This design comes from an exercise in tuning for small area, a short achievable clock period and few clock cycles per item on the open sky130 flow, not from production work.
Function was checked by simulation only, so behaviour that the tests miss may differ from the original.
Power is estimated from default activity; no workload was simulated.

== exp/maple ==
==> flow/design.v <==
package ahbl_pkg;
  localparam logic [1:0] HTRANS_IDLE   = 2'b00;
  localparam logic [1:0] HTRANS_BUSY   = 2'b01;
  localparam logic [1:0] HTRANS_NONSEQ = 2'b10;
  localparam logic [1:0] HTRANS_SEQ    = 2'b11;
  typedef enum logic [1:0] {
    StIdle = 2'd0,
    StFill = 2'd1,
    StResp = 2'd2
  } cache_state_e;
  function automatic logic htrans_active(input logic [1:0] htrans);
    case (htrans)
      HTRANS_NONSEQ, HTRANS_SEQ: htrans_active = 1'b1;
      HTRANS_IDLE, HTRANS_BUSY:  htrans_active = 1'b0;
      default:                   htrans_active = 1'b0;
    endcase
  endfunction
endpackage
module xip_line_cache_store #(
  parameter int unsigned NUM_LINES  = 16,
  parameter int unsigned LINE_WORDS = 4
) (
  input  logic                          clk_i,
  input  logic                          we_i,
  input  logic [NUM_LINES-1:0]          widx_i,    
  input  logic [LINE_WORDS-1:0]         wword_i,   
  input  logic [31:0]                   wdata_i,
  input  logic [$clog2(NUM_LINES)-1:0]  ridx_i,
  input  logic [$clog2(LINE_WORDS)-1:0] rword_i,
  output logic [31:0]                   rdata_o
);
  localparam int unsigned N = NUM_LINES * LINE_WORDS;
  logic [31:0] data_q [N];
  logic [N-1:0] rsel;
  for (genvar l = 0; l < NUM_LINES; l++) begin : g_line
    for (genvar w = 0; w < LINE_WORDS; w++) begin : g_word
      always_ff @(posedge clk_i) begin
        if (we_i & widx_i[l] & wword_i[w]) begin
          data_q[l * LINE_WORDS + w] <= wdata_i;
        end
      end
    end
  end
  assign rsel = N'(1) << {ridx_i, rword_i};
  always_comb begin
    rdata_o = '0;
    for (int k = 0; k < N; k++) begin
      rdata_o = rdata_o | (data_q[k] & {32{rsel[k]}});
    end
  end
endmodule
module xip_line_cache_ahbl #(
  parameter int unsigned NUM_LINES  = 16,
  parameter int unsigned LINE_WORDS = 4,
  parameter int unsigned ADDR_W     = 24
) (
  input  logic        HCLK,
  input  logic        HRESETn,
  input  logic        HSEL,
  input  logic [31:0] HADDR,
  input  logic [1:0]  HTRANS,
  input  logic        HWRITE,
  input  logic        HREADY,
  output logic        HREADYOUT,
  output logic [31:0] HRDATA,
  output logic        HRESP,
  output logic        M_HSEL,
  output logic [31:0] M_HADDR,
  output logic [1:0]  M_HTRANS,
  input  logic        M_HREADY,
  input  logic [31:0] M_HRDATA,
  input  logic        flush
);
  localparam int unsigned OFF_W  = $clog2(LINE_WORDS);
  localparam int unsigned IDX_W  = $clog2(NUM_LINES);
  localparam int unsigned TAG_W  = ADDR_W - OFF_W - IDX_W - 2;
  localparam int unsigned LINE_W = TAG_W + IDX_W;
  logic              accept, rd_raw, rd;
  logic [OFF_W-1:0]  a_word;
  logic [IDX_W-1:0]  a_idx;
  logic [TAG_W-1:0]  a_tag;
  logic [LINE_W-1:0] a_line;
  logic              unused_addr;
  assign unused_addr = ^{HADDR[31:ADDR_W], HADDR[1:0]};
  assign accept = HSEL & ahbl_pkg::htrans_active(HTRANS) & HREADY;
  assign rd_raw = HSEL & ahbl_pkg::htrans_active(HTRANS) & ~HWRITE;
  assign rd     = rd_raw & HREADY;
  assign a_word = HADDR[OFF_W+1:2];
  assign a_idx  = HADDR[OFF_W+IDX_W+1:OFF_W+2];
  assign a_tag  = HADDR[ADDR_W-1:OFF_W+IDX_W+2];
  assign a_line = HADDR[ADDR_W-1:OFF_W+2];
  logic [TAG_W-1:0]     tag_q [NUM_LINES];
  logic [NUM_LINES-1:0] valid_q;
  logic                  gen_q;
  logic [IDX_W-1:0]      cur_idx_q;
  logic [LINE_WORDS-1:0] arrived_q;
  logic                  m_act_q;
  logic [LINE_W-1:0]     m_line_q;
  logic [OFF_W-1:0]      m_word_q;
  logic                  m_gen_q;
  logic                  pend_q;      
  logic                  early_q;     
  logic                  dp_act_q;
  logic [OFF_W-1:0]      dp_word_q;
  logic [NUM_LINES-1:0]  dp_idx_oh_q;    
  logic [LINE_WORDS-1:0] dp_word_oh_q;
  logic                  dp_gen_q;
  logic                  wait_q;      
  logic [OFF_W-1:0]      wword_q;     
  logic [LINE_W-1:0]     line_q;      
  logic [31:0]           rdata_q;
  logic        tag_hit, arriving, bypass, word_ok, miss, m_free, fwd, early;
  logic [31:0] st_rdata;
  logic [NUM_LINES-1:0] line_match;
  for (genvar i = 0; i < NUM_LINES; i++) begin : g_match
    assign line_match[i] = valid_q[i] & (tag_q[i] == a_tag) & (a_idx == IDX_W'(i));
  end
  assign tag_hit  = (|line_match) & ~flush;
  assign arriving = M_HREADY & dp_act_q & (dp_gen_q == gen_q);
  assign bypass   = arriving & (cur_idx_q == a_idx) & (dp_word_q == a_word);
  assign word_ok  = (cur_idx_q != a_idx) | arrived_q[a_word] | bypass;
  assign miss     = rd & ~tag_hit;
  assign m_free   = ~m_act_q | (M_HREADY & (m_word_q == OFF_W'(LINE_WORDS - 1)));
  assign early    = fwd & rd_raw & ~tag_hit & m_free & ~pend_q;
  xip_line_cache_store #(
    .NUM_LINES  (NUM_LINES),
    .LINE_WORDS (LINE_WORDS)
  ) u_store (
    .clk_i   (HCLK),
    .we_i    (1'b1),
    .widx_i  (dp_idx_oh_q),
    .wword_i (dp_word_oh_q),
    .wdata_i (M_HRDATA),
    .ridx_i  (a_idx),
    .rword_i (a_word),
    .rdata_o (st_rdata)
  );
  always_ff @(posedge HCLK) begin
    if (rd) begin
      tag_q[a_idx] <= a_tag;
    end
  end
  always_ff @(posedge HCLK or negedge HRESETn) begin
    if (!HRESETn) begin
      valid_q <= '0;
    end else begin
      if (flush) begin
        valid_q <= '0;
      end
      if (rd) begin
        valid_q[a_idx] <= 1'b1;
      end
    end
  end
  assign fwd = wait_q & arriving & (dp_word_q == wword_q);
  always_ff @(posedge HCLK) begin
    rdata_q <= (wait_q | bypass) ? M_HRDATA : st_rdata;
    if (HREADY) begin
      line_q <= a_line;
    end
  end
  always_ff @(posedge HCLK or negedge HRESETn) begin
    if (!HRESETn) begin
      wait_q  <= 1'b0;
      wword_q <= '0;
    end else if (HREADY) begin
      wait_q  <= rd & ~(tag_hit & word_ok);
      wword_q <= a_word;
    end else if (fwd) begin
      wait_q  <= 1'b0;
    end
  end
  assign HREADYOUT = ~wait_q;
  assign HRDATA    = rdata_q;
  assign HRESP     = 1'b0;
  always_ff @(posedge HCLK or negedge HRESETn) begin
    if (!HRESETn) begin
      gen_q     <= 1'b0;
      cur_idx_q <= '0;
      arrived_q <= '1;
    end else if (miss) begin
      gen_q     <= ~gen_q;
      cur_idx_q <= a_idx;
      arrived_q <= '0;
    end else if (arriving) begin
      arrived_q[dp_word_q] <= 1'b1;
    end
  end
  always_ff @(posedge HCLK or negedge HRESETn) begin
    if (!HRESETn) begin
      m_act_q  <= 1'b0;
      m_word_q <= '0;
      m_gen_q  <= 1'b0;
      pend_q   <= 1'b0;
      early_q  <= 1'b0;
    end else begin
      early_q <= early;
      if (m_free) begin
        m_act_q  <= miss | pend_q | early;
        m_word_q <= '0;
        m_gen_q  <= pend_q ? gen_q : ~gen_q;
        pend_q   <= 1'b0;
      end else begin
        if (M_HREADY) begin
          m_word_q <= m_word_q + OFF_W'(1);
        end
        if (miss & ~early_q) begin
          pend_q <= 1'b1;
        end
      end
    end
  end
  always_ff @(posedge HCLK) begin
    if (m_free) begin
      m_line_q <= pend_q ? line_q : a_line;
    end
  end
  always_ff @(posedge HCLK or negedge HRESETn) begin
    if (!HRESETn) begin
      dp_act_q  <= 1'b0;
      dp_word_q <= '0;
      dp_gen_q  <= 1'b0;
      dp_idx_oh_q  <= '0;
      dp_word_oh_q <= '0;
    end else if (M_HREADY) begin
      dp_act_q  <= m_act_q;
      dp_word_q <= m_word_q;
      dp_gen_q  <= m_gen_q;
      dp_idx_oh_q  <= m_act_q ? NUM_LINES'(1) << m_line_q[IDX_W-1:0] : '0;
      dp_word_oh_q <= LINE_WORDS'(1) << m_word_q;
    end
  end
  assign M_HSEL   = m_act_q;
  assign M_HTRANS = m_act_q ? ahbl_pkg::HTRANS_NONSEQ : ahbl_pkg::HTRANS_IDLE;
  assign M_HADDR  = {{(32 - ADDR_W){1'b0}}, m_line_q, m_word_q, 2'b00};
endmodule
clock: 5.5 ns
lec_check: 0
cap_margin: 5
core_margin: 2
core_utilization: 40
cts_cluster_diameter: 80
cts_cluster_size: 30
setup_slack_margin: 3.0
slew_margin: 5
run.sh (not shown) runs the stock make flow with config.mk's settings and CLKGATE_MAP_FILE= SYNTH_SCRIPT=/design/flow/synth_recipe.tcl, a recipe that flattens the netlist after the stock synthesis.
exp/maple: PASS, flow complete, no timing, DRC or antenna violations
Testbench counts of exp/maple, summed over its fixed seeds: cycles 42,421, reads 24,000.
Modified inputs, exp/tundra compared to exp/maple
-- flow/config.mk --
<<< exp/maple, line 7
export LEC_CHECK = 0
export CAP_MARGIN = 5
export CORE_MARGIN = 2
>>> exp/tundra, line 7
export LEC_CHECK = 0
export CAP_MARGIN = 20
export CORE_MARGIN = 2
<<< exp/maple, line 12
export CTS_CLUSTER_SIZE = 30
export SETUP_SLACK_MARGIN = 3.0
export SLEW_MARGIN = 5
>>> exp/tundra, line 12
export CTS_CLUSTER_SIZE = 30
export SETUP_SLACK_MARGIN = 2.8
export SLEW_MARGIN = 20
## What came out
- The number of multi-input combinational cells of exp/tundra and that of exp/maple are within noise of each other.
- Between exp/maple and exp/tundra, the difference in clock power is negligible.
- Compared exp/maple against exp/tundra; hold slack within noise.
- Looking at exp/maple and exp/tundra, the sequential logic power is a wash.
- Worst setup path endpoint = rdata_q[1]$_DFF_P_: exp/tundra; worst setup path endpoint = cur_idx_q[1]$_DFFE_PN0P_: exp/maple
--- input diff exp/tundra..exp/quartz ---
-- flow/config.mk --
<<< exp/tundra, line 12
export CTS_CLUSTER_SIZE = 30
export SETUP_SLACK_MARGIN = 2.8
export SLEW_MARGIN = 20
>>> exp/quartz, line 12
export CTS_CLUSTER_SIZE = 30
export PLACE_DENSITY = 0.72
export SETUP_SLACK_MARGIN = 3.0
export SLEW_MARGIN = 20
### Flow results
The power drawn by the sequential cells was comparable across exp/tundra and exp/quartz. The wire length number comes out higher for exp/quartz vs exp/tundra. Global routing usage on met3 was lower in the run labelled exp/tundra. exp/tundra vs exp/quartz, end point of the critical path: rdata_q[1]$_DFF_P_ vs rdata_q[11]$_DFF_P_. Summary of exp/quartz over exp/tundra: met2 track demand over resource -4.1 points; cell count along the critical path shows an increase of 2. [compare] base=exp/tundra new=exp/quartz: final cell count without fillers rose about 0.6%; worst-case setup margin in the final layout fell 160 ps. Delta (exp/quartz minus exp/tundra): total power now smaller; last weighted congestion value of the routability-driven placer now larger; area taken by flip-flops and latches comparable; global-route wire length before repair now larger.
Input changes introduced in exp/zinc (baseline for comparison: exp/quartz):
-- flow/config.mk --
<<< exp/quartz, line 7
export LEC_CHECK = 0
export CAP_MARGIN = 20
>>> exp/zinc, line 7
export LEC_CHECK = 0
export ABC_CLOCK_PERIOD_IN_PS = 2500
export CAP_MARGIN = 20
<<< exp/quartz, line 12
export CTS_CLUSTER_SIZE = 30
export PLACE_DENSITY = 0.72
export SETUP_SLACK_MARGIN = 3.0
>>> exp/zinc, line 13
export CTS_CLUSTER_SIZE = 30
export SETUP_SLACK_MARGIN = 3.0
[summary]
Delta (exp/zinc minus exp/quartz): count of multi-input combinational gates ~0 delta, minimum clock period after layout went down, number of cells upsized or downsized after cts down 4, global-route usage about even, share of cell area taken by muxes after synthesis roughly the same.

========
run M:
Starts from the design.v that is shown in full above.
Settings: LEC_CHECK=0, CAP_MARGIN=5, CORE_MARGIN=2, CORE_UTILIZATION=40, CTS_CLUSTER_DIAMETER=80, CTS_CLUSTER_SIZE=30, SETUP_SLACK_MARGIN=3.0, SLEW_MARGIN=5, TNS_END_PERCENT=30; clock period 5.5 ns.
Run M closes out successfully: all stages finished, all timing, DRC and antenna checks passed.
Testbench counts of run M, summed over its fixed seeds: cycles 42,421, reads 24,000.
> inputs changed (run M -> run R)
# run M
export LEC_CHECK = 0
export CAP_MARGIN = 5
export CORE_MARGIN = 2
export CORE_UTILIZATION = 40
export CTS_CLUSTER_DIAMETER = 80
export CTS_CLUSTER_SIZE = 30
export SETUP_SLACK_MARGIN = 3.0
export SLEW_MARGIN = 5
export TNS_END_PERCENT = 30
create_clock -name core_clock -period 5.5 [get_ports {HCLK}]
# run R
export LEC_CHECK = 0
export CAP_MARGIN = 0
export CORE_MARGIN = 2
export CORE_UTILIZATION = 40
export CTS_CLUSTER_DIAMETER = 80
export CTS_CLUSTER_SIZE = 30
export SETUP_SLACK_MARGIN = 3.0
export SLEW_MARGIN = 0
create_clock -name core_clock -period 5.5 [get_ports {HCLK}]
==> comparison <==
- When run R is measured against run M, its setup slack turns out 0.0075 ns higher.
- As far as fmax is concerned, run R and run M perform about the same.
- [compare] base=run M new=run R: count of cells along the worst register-to-register path shows an increase of 6, mean routed wirelength per cell saw a decrease, clock power share stayed essentially flat.

========
RTL: the design.v shown in full above, as it stands there.
clock: 5.5 ns
lec_check: 0
cap_margin: 5
core_margin: 2
core_utilization: 43
cts_cluster_diameter: 80
cts_cluster_size: 30
setup_slack_margin: 3.0
slew_margin: 5
The baseline finished with timing, DRC and antenna clean.
Testbench counts at the start, summed over its fixed seeds: cycles 42,421, reads 24,000.
Next try:
Settings changed: CORE_UTILIZATION 43 to 40, SETUP_SLACK_MARGIN 3.0 to 3.2.
The changed run produced a clean layout.
Setup slack degrades by 0.23 ns.
Clock power barely changes.
Global-route usage is lower by 2.2 points.
Fmax drops by 7.5%.
Routed wire length went down by 0.81%.
Via count stays flat.
Sequential share of layout area went up by 0.15 points.
Hold slack gets worse by 0.017 ns.
Clock skew went up by 0.026 ns.
Total power hardly moves.
Die area rose by 7.4%.

========
Another version of the RTL of xip_line_cache_ahbl (not shown whole).
Size: about 4000 cells after synthesis, about 2400 flip-flops, roughly 140 I/O pins, roughly 93000 sq um of cells after synthesis.
==> flow/design.v (excerpt) <==
module xip_line_cache_ahbl #(
  parameter int unsigned NUM_LINES  = 16,
  parameter int unsigned LINE_WORDS = 4,
  parameter int unsigned ADDR_W     = 24
) (
  input  logic        HCLK,
  input  logic        HRESETn,
  input  logic        HSEL,
  input  logic [31:0] HADDR,
  input  logic [1:0]  HTRANS,
  input  logic        HWRITE,
  input  logic        HREADY,
  output logic        HREADYOUT,
  output logic [31:0] HRDATA,
  output logic        HRESP,
  output logic        M_HSEL,
  output logic [31:0] M_HADDR,
  output logic [1:0]  M_HTRANS,
  input  logic        M_HREADY,
  input  logic [31:0] M_HRDATA,
  input  logic        flush
);
  localparam int unsigned OFF_W  = $clog2(LINE_WORDS);
  localparam int unsigned IDX_W  = $clog2(NUM_LINES);
  localparam int unsigned TAG_W  = ADDR_W - OFF_W - IDX_W - 2;
  localparam int unsigned LINE_W = TAG_W + IDX_W;
  logic              accept, rd;
  logic [OFF_W-1:0]  a_word;
  logic [IDX_W-1:0]  a_idx;
  logic [TAG_W-1:0]  a_tag;
  logic [LINE_W-1:0] a_line;
  logic              unused_addr;
  assign unused_addr = ^{HADDR[31:ADDR_W], HADDR[1:0]};
  assign accept = HSEL & ahbl_pkg::htrans_active(HTRANS) & HREADY;
  assign rd     = accept & ~HWRITE;
  assign a_word = HADDR[OFF_W+1:2];
  assign a_idx  = HADDR[OFF_W+IDX_W+1:OFF_W+2];
  assign a_tag  = HADDR[ADDR_W-1:OFF_W+IDX_W+2];
  assign a_line = HADDR[ADDR_W-1:OFF_W+2];
  logic [TAG_W-1:0]     tag_q [NUM_LINES];
  logic [NUM_LINES-1:0] valid_q;
  logic                  gen_q;
  ...
==> flow/config.mk <==
export PLATFORM = sky130hd
export DESIGN_NAME = xip_line_cache_ahbl
export DESIGN_NICKNAME = xip_line_cache_ahbl
export VERILOG_FILES = /design/flow/design.v
export SDC_FILE = /design/flow/constraint.sdc
export NUM_CORES = 4
export LEC_CHECK = 0
export ABC_CLOCK_PERIOD_IN_PS = 3200
export CAP_MARGIN = 20
export CORE_MARGIN = 2
export CORE_UTILIZATION = 40
export SETUP_SLACK_MARGIN = 2.3
export SLEW_MARGIN = 20
==> flow/constraint.sdc <==
create_clock -name core_clock -period 5.5 [get_ports {HCLK}]
set_input_delay 1.1000 -clock core_clock [delete_from_list [all_inputs] [get_ports {HCLK}]]
set_output_delay 1.1000 -clock core_clock [all_outputs]
set_load 0.01 [all_outputs]
Testbench counts at the start, summed over its fixed seeds: cycles 41,608, reads 24,000.
Change:
--- a/flow/config.mk
+++ b/flow/config.mk
@@ -6,8 +6,6 @@
 export NUM_CORES = 4
 export LEC_CHECK = 0
-export ABC_CLOCK_PERIOD_IN_PS = 3200
 export CAP_MARGIN = 20
 export CORE_MARGIN = 2
 export CORE_UTILIZATION = 40
-export SETUP_SLACK_MARGIN = 2.3
 export SLEW_MARGIN = 20
After rerunning:
- The changed run completed with no timing, DRC or antenna violations
- final cell count went down by 0.68%
- critical path depth went up by 2
- hold slack loses 0.0065 ns
- synthesized area is unchanged
- design area went down by 0.97%
- total power went down by 0.35%
- non-clock buffer count went down by 53
Change:
--- a/flow/config.mk
+++ b/flow/config.mk
@@ -9,3 +9,4 @@
 export CORE_MARGIN = 2
 export CORE_UTILIZATION = 40
+export SETUP_SLACK_MARGIN = 1.5
 export SLEW_MARGIN = 20
After rerunning: Core utilization barely changes. First-iteration DRC count drops by 2.6%. Clock power hardly moves.

static timing again, ports no longer ideal:
The flow's constraints put no driver on any port. The routed layouts listed below were extracted and timed again, unchanged, in two steps.
Step 1 (the two cells are an assumption about what drives the block):
set clk [get_ports {HCLK}]
set_driving_cell -lib_cell sky130_fd_sc_hd__clkbuf_16 $clk
set_driving_cell -lib_cell sky130_fd_sc_hd__buf_2 [delete_from_list [all_inputs] $clk]
Step 2 times the ports against the registers' clock, not the clock port: input delays grow and output delays shrink by t, the midpoint of the rising clock arrivals with the driver on.
Slacks: ideal / step 1 / step 2; pairs: ideal / step 1.
run	shift t [ns]	setup WS [ns]	worst setup path after step 2
exp/maple	0.941	2.693 / 2.704 / 1.764	input to register
exp/tundra	0.897	2.626 / 2.605 / 1.707	input to register
exp/quartz	0.887	2.469 / 2.520 / 1.633	input to register
exp/zinc	0.926	2.678 / 2.700 / 1.773	input to register
run M	0.907	2.686 / 2.612 / 1.705	input to register
run R	0.941	2.693 / 2.704 / 1.764	input to register
the first run of note 3	0.901	2.697 / 2.702 / 1.801	input to register
the second run of note 3	0.920	2.471 / 2.522 / 1.602	input to register
the first run of note 4	0.941	1.865 / 1.782 / 1.319	input to register
the second run of note 4	0.936	0.899 / 0.854 / 0.872	input to output
the third run of note 4	0.937	1.531 / 1.478 / 0.974	input to register
After both steps setup and hold are still met in every run listed. For run M, which loses most, drivers alone change the setup slack by -0.074 ns; drivers and shift together by -0.981 ns.
